What follows belongs to an exercise in optimizing a design on an open flow for small area, a short achievable clock period and few clock cycles; a production flow would make more cautious choices. In this exercise RTL edits were held to simulation tests only and were not proved equivalent to the original. No activity file was given, so power comes from the tool's default toggle rates.

// mem_stage
module mem_stage (
	input  logic        clk,
	input  logic        rst,
	input  logic        mem_req_load,
	input  logic        mem_req_store,
	input  logic [31:0] mem_req_addr,
	input  logic [31:0] mem_req_mdr,
	input  logic [1:0]  mem_req_width,
	input  logic [3:0]  mem_req_rd_sel,
	input  logic [31:0] wr_val,
	input  logic        update_rd,
	input  logic [3:0]  rd_sel,
	input  logic        cache_instr,
	input  logic [1:0]  cache_op,
	input  logic        i_cacheop_complete,
	input  logic        d_cacheop_complete,
	input  logic        dbg_en,
	input  logic        dbg_req_access,
	input  logic        dbg_req_wr_en,
	input  logic [31:0] dbg_req_addr,
	input  logic [1:0]  dbg_req_width,
	input  logic [31:0] dbg_req_wr_val,
	output logic        wb_update_rd,
	output logic [3:0]  wb_rd_sel,
	output logic [31:0] wb_val,
	output logic        complete,
	output logic        data_abort,
	output logic        busy,
	output logic [31:0] dbg_rd_val,
	output logic        dbg_compl,
	output logic        i_inval,
  ...
export LEC_CHECK = 0
export CAP_MARGIN = 20
export CORE_MARGIN = 2
export CORE_UTILIZATION = 65
export SLEW_MARGIN = 20
export SYNTH_HIERARCHICAL = 1
export SYNTH_MEMORY_MAX_BITS = 8192
create_clock -name core_clock -period 12.0 [get_ports {clk}]
standard.sh (not shown) runs the stock make flow with config.mk's settings and CLKGATE_MAP_FILE= SYNTH_SCRIPT=/design/flow/synth_recipe.tcl, a recipe that flattens the netlist after the stock synthesis.
==> flow/flow/run.sh <==
#!/bin/bash
# Standard synthesis and layout, with these changes to how the layout is made:
#  - timing repair aims well below the 12 ns clock (setup margin), so the
#    achieved period (12 ns less the worst slack) comes out short;
#  - clock tree: clkbuf_8 leaf buffers serving clusters of up to 16 sinks, and
#    no dummy loads, instead of ~200 clkbuf_16 leaves for ~2100 flip-flops;
#  - every port still gets its own buffer, but starting from buf_1 (repair
#    upsizes the ones on critical paths) rather than a delay cell;
#  - before global placement, flow/upsize.tcl gives the RAM's 64 read
#    word-select gates drive strength 4 (each drives 32 loads).
# make's own output goes to make_finish.log; each tool's log stays in orfs/logs.
set -euo pipefail
bash standard.sh \
  "CTS_ARGS=-sink_clustering_enable -repair_clock_nets -dont_use_dummy_load -sink_clustering_size 16 -sink_clustering_max_diameter 50 -buf_list sky130_fd_sc_hd__clkbuf_8" \
  "BUFFER_PORTS_ARGS=-buffer_cell sky130_fd_sc_hd__buf_1" \
  "PRE_GLOBAL_PLACE_TCL=$PWD/flow/upsize.tcl" \
  SETUP_SLACK_MARGIN=6.5 finish > make_finish.log 2>&1
==> flow/flow/upsize.tcl <==
# Sourced before global placement (PRE_GLOBAL_PLACE_TCL). Sets the starting
# drive strength of the gates that drive the design's long or heavily loaded
# nets: the RAM's index predecode, read word selects (32 loads each), write
# word enables, the shared RAM index and the write enable. Timing repair only
# works on the few worst paths, so these would otherwise stay at strength 1.
# Cells are found by the net they drive; each becomes the given strength of
# its own cell family.
set targets {
  {*u_data_ram.g_sel*u_sel.y}           4
  {*u_data_ram.g_sel*u_sel.a}           4
  {*u_data_ram.g_sel*u_sel.b}           4
  {*u_data_ram.g_we*u_word.a}           4
  {*u_data_ram.g_we*g_byte*u_byte.a}    2
  {acc_addr*}                           4
  {ram_we}                              4
}
set upsized 0
foreach inst [[ord::get_db_block] getInsts] {
  set master [[$inst getMaster] getName]
  if {![regexp {^(sky130_fd_sc_hd__[a-z0-9]+)_([0-9]+)$} $master -> family drive]} continue
  foreach it [$inst getITerms] {
    if {![$it isOutputSignal]} continue
    set net [$it getNet]
    if {$net eq "NULL"} continue
    set name [$net getName]
    foreach {pattern want} $targets {
      if {[string match $pattern $name] && $drive < $want
          && [[ord::get_db] findMaster ${family}_$want] ne "NULL"} {
        replace_cell [$inst getName] ${family}_$want
        incr upsized
        break
      }
    }
  }
}
puts "upsize.tcl: $upsized cells upsized"
Testbench counts at the start, summed over its fixed seeds: cycles 34,848.
Edit:
--- a/flow/flow/run.sh
+++ b/flow/flow/run.sh
@@ -5 +5 @@
-#  - clock tree: clkbuf_8 leaf buffers serving clusters of up to 16 sinks, and
+#  - clock tree: clkbuf_8 leaf buffers serving clusters of up to 14 sinks, and
@@ -14 +14 @@
-  "CTS_ARGS=-sink_clustering_enable -repair_clock_nets -dont_use_dummy_load -sink_clustering_size 16 -sink_clustering_max_diameter 50 -buf_list sky130_fd_sc_hd__clkbuf_8" \
+  "CTS_ARGS=-sink_clustering_enable -repair_clock_nets -dont_use_dummy_load -sink_clustering_size 14 -sink_clustering_max_diameter 50 -buf_list sky130_fd_sc_hd__clkbuf_8" \
--- a/flow/flow/upsize.tcl
+++ b/flow/flow/upsize.tcl
@@ -4 +4,2 @@
-# word enables, the shared RAM index and the write enable. Timing repair only
+# word enables, the read OR tree's NOR stage (long wires to the data
+# register), the shared RAM index and the write enable. Timing repair only
@@ -13,0 +15 @@
+  {*u_data_ram.g_bit*g_pair*u_p.y}      2
--- a/flow/config.mk
+++ b/flow/config.mk
@@ -10 +10 @@
-export CORE_UTILIZATION = 65
+export CORE_UTILIZATION = 75
What happened:
- The new run finished with timing, DRC and antenna clean
- non-clock buffer count stays the same
- final area barely changes
- cell count falls by 3.8%
- count of clock-buffer cells in the layout came out higher by 1
- setup slack is worse by 0.045 ns
- clock power falls by about 1%
- flip-flop and latch count does not change
Edit:
--- a/flow/config.mk
+++ b/flow/config.mk
@@ -10 +10 @@
-export CORE_UTILIZATION = 75
+export CORE_UTILIZATION = 50
Result: The changed run completed without violations. Total power is higher by 2.0%. Routed wire length climbs by 9.2%. Design area increases by 1.3%. Global-route usage fell by 11 points. Worst hold slack degrades by 0.041 ns. Sequential share of layout area decreases by 1.0 points. Utilization falls by 26 points.
Edit:
--- a/flow/config.mk
+++ b/flow/config.mk
@@ -10 +10 @@
-export CORE_UTILIZATION = 50
+export CORE_UTILIZATION = 65
The new run completed with no timing, DRC or antenna violations; hold slack is about the same; area after synthesis is unchanged; final cell count shrinks by a little under a tenth; final area shrinks slightly; wire length is lower by a few percent; via count went down slightly.
Edit:
==> flow/flow/run.sh (replaced) <==
#!/bin/bash
# Standard synthesis and layout, with three changes to how the layout is made:
#  - timing repair aims well below the 12 ns clock (setup margin), so the
#    achieved period (12 ns less the worst slack) comes out short;
#  - clock tree: clkbuf_8 leaf buffers serving clusters of up to 14 sinks, and no
#    dummy loads, instead of ~200 clkbuf_16 leaves for ~2100 flip-flops;
#  - every port still gets its own buffer, but starting from buf_1 (repair
#    upsizes the ones on critical paths) rather than a delay cell.
set -euo pipefail
bash standard.sh \
  "CTS_ARGS=-sink_clustering_enable -repair_clock_nets -dont_use_dummy_load -sink_clustering_size 14 -sink_clustering_max_diameter 50 -buf_list sky130_fd_sc_hd__clkbuf_8" \
  "BUFFER_PORTS_ARGS=-buffer_cell sky130_fd_sc_hd__buf_1" \
  SETUP_SLACK_MARGIN=6.5 finish > make_finish.log 2>&1
--- a/flow/config.mk
+++ b/flow/config.mk
@@ -10 +10 @@
-export CORE_UTILIZATION = 65
+export CORE_UTILIZATION = 50
removed: flow/flow/upsize.tcl
Sequential share of layout area came out lower by 0.37 points.
Register-to-register slack gets worse by 0.14 ns.
Worst setup slack gets worse by 0.076 ns.
Via count is higher by 1.7%.
Design area grows by 0.48%.

==> afterwards: timing with drivers on the ports <==
The flow's constraints put no driver on any port. The routed layouts listed below were extracted and timed again, unchanged, in two steps.
Step 1 (the two cells are an assumption about what drives the block):
set clk [get_ports {clk}]
set_driving_cell -lib_cell sky130_fd_sc_hd__clkbuf_16 $clk
set_driving_cell -lib_cell sky130_fd_sc_hd__buf_2 [delete_from_list [all_inputs] $clk]
Step 2 also shifts input and output timing later by t, the mid clock arrival at the registers, as if the neighbouring blocks saw the same clock.
a / b / c = ideal ports / drivers / drivers and shift; a / b = the first two.
run	t (ns)	slack for setup (ns)	worst setup path after step 2	clock arrival spread, ns
the first run	0.938	6.370 / 6.381 / 5.488	input to register	0.066 / 0.066
the second run	0.927	6.325 / 6.299 / 5.861	input to register	0.064 / 0.064
the third run	1.004	6.336 / 6.315 / 5.772	input to register	0.135 / 0.136
the fourth run	0.931	6.382 / 6.357 / 5.763	input to register	0.066 / 0.066
the fifth run	0.983	6.306 / 6.332 / 5.373	input to register	0.110 / 0.110
After both steps setup and hold are still met in every run listed. For the fifth run, which loses most, drivers alone change the setup slack by +0.026 ns; drivers and shift together by -0.933 ns.
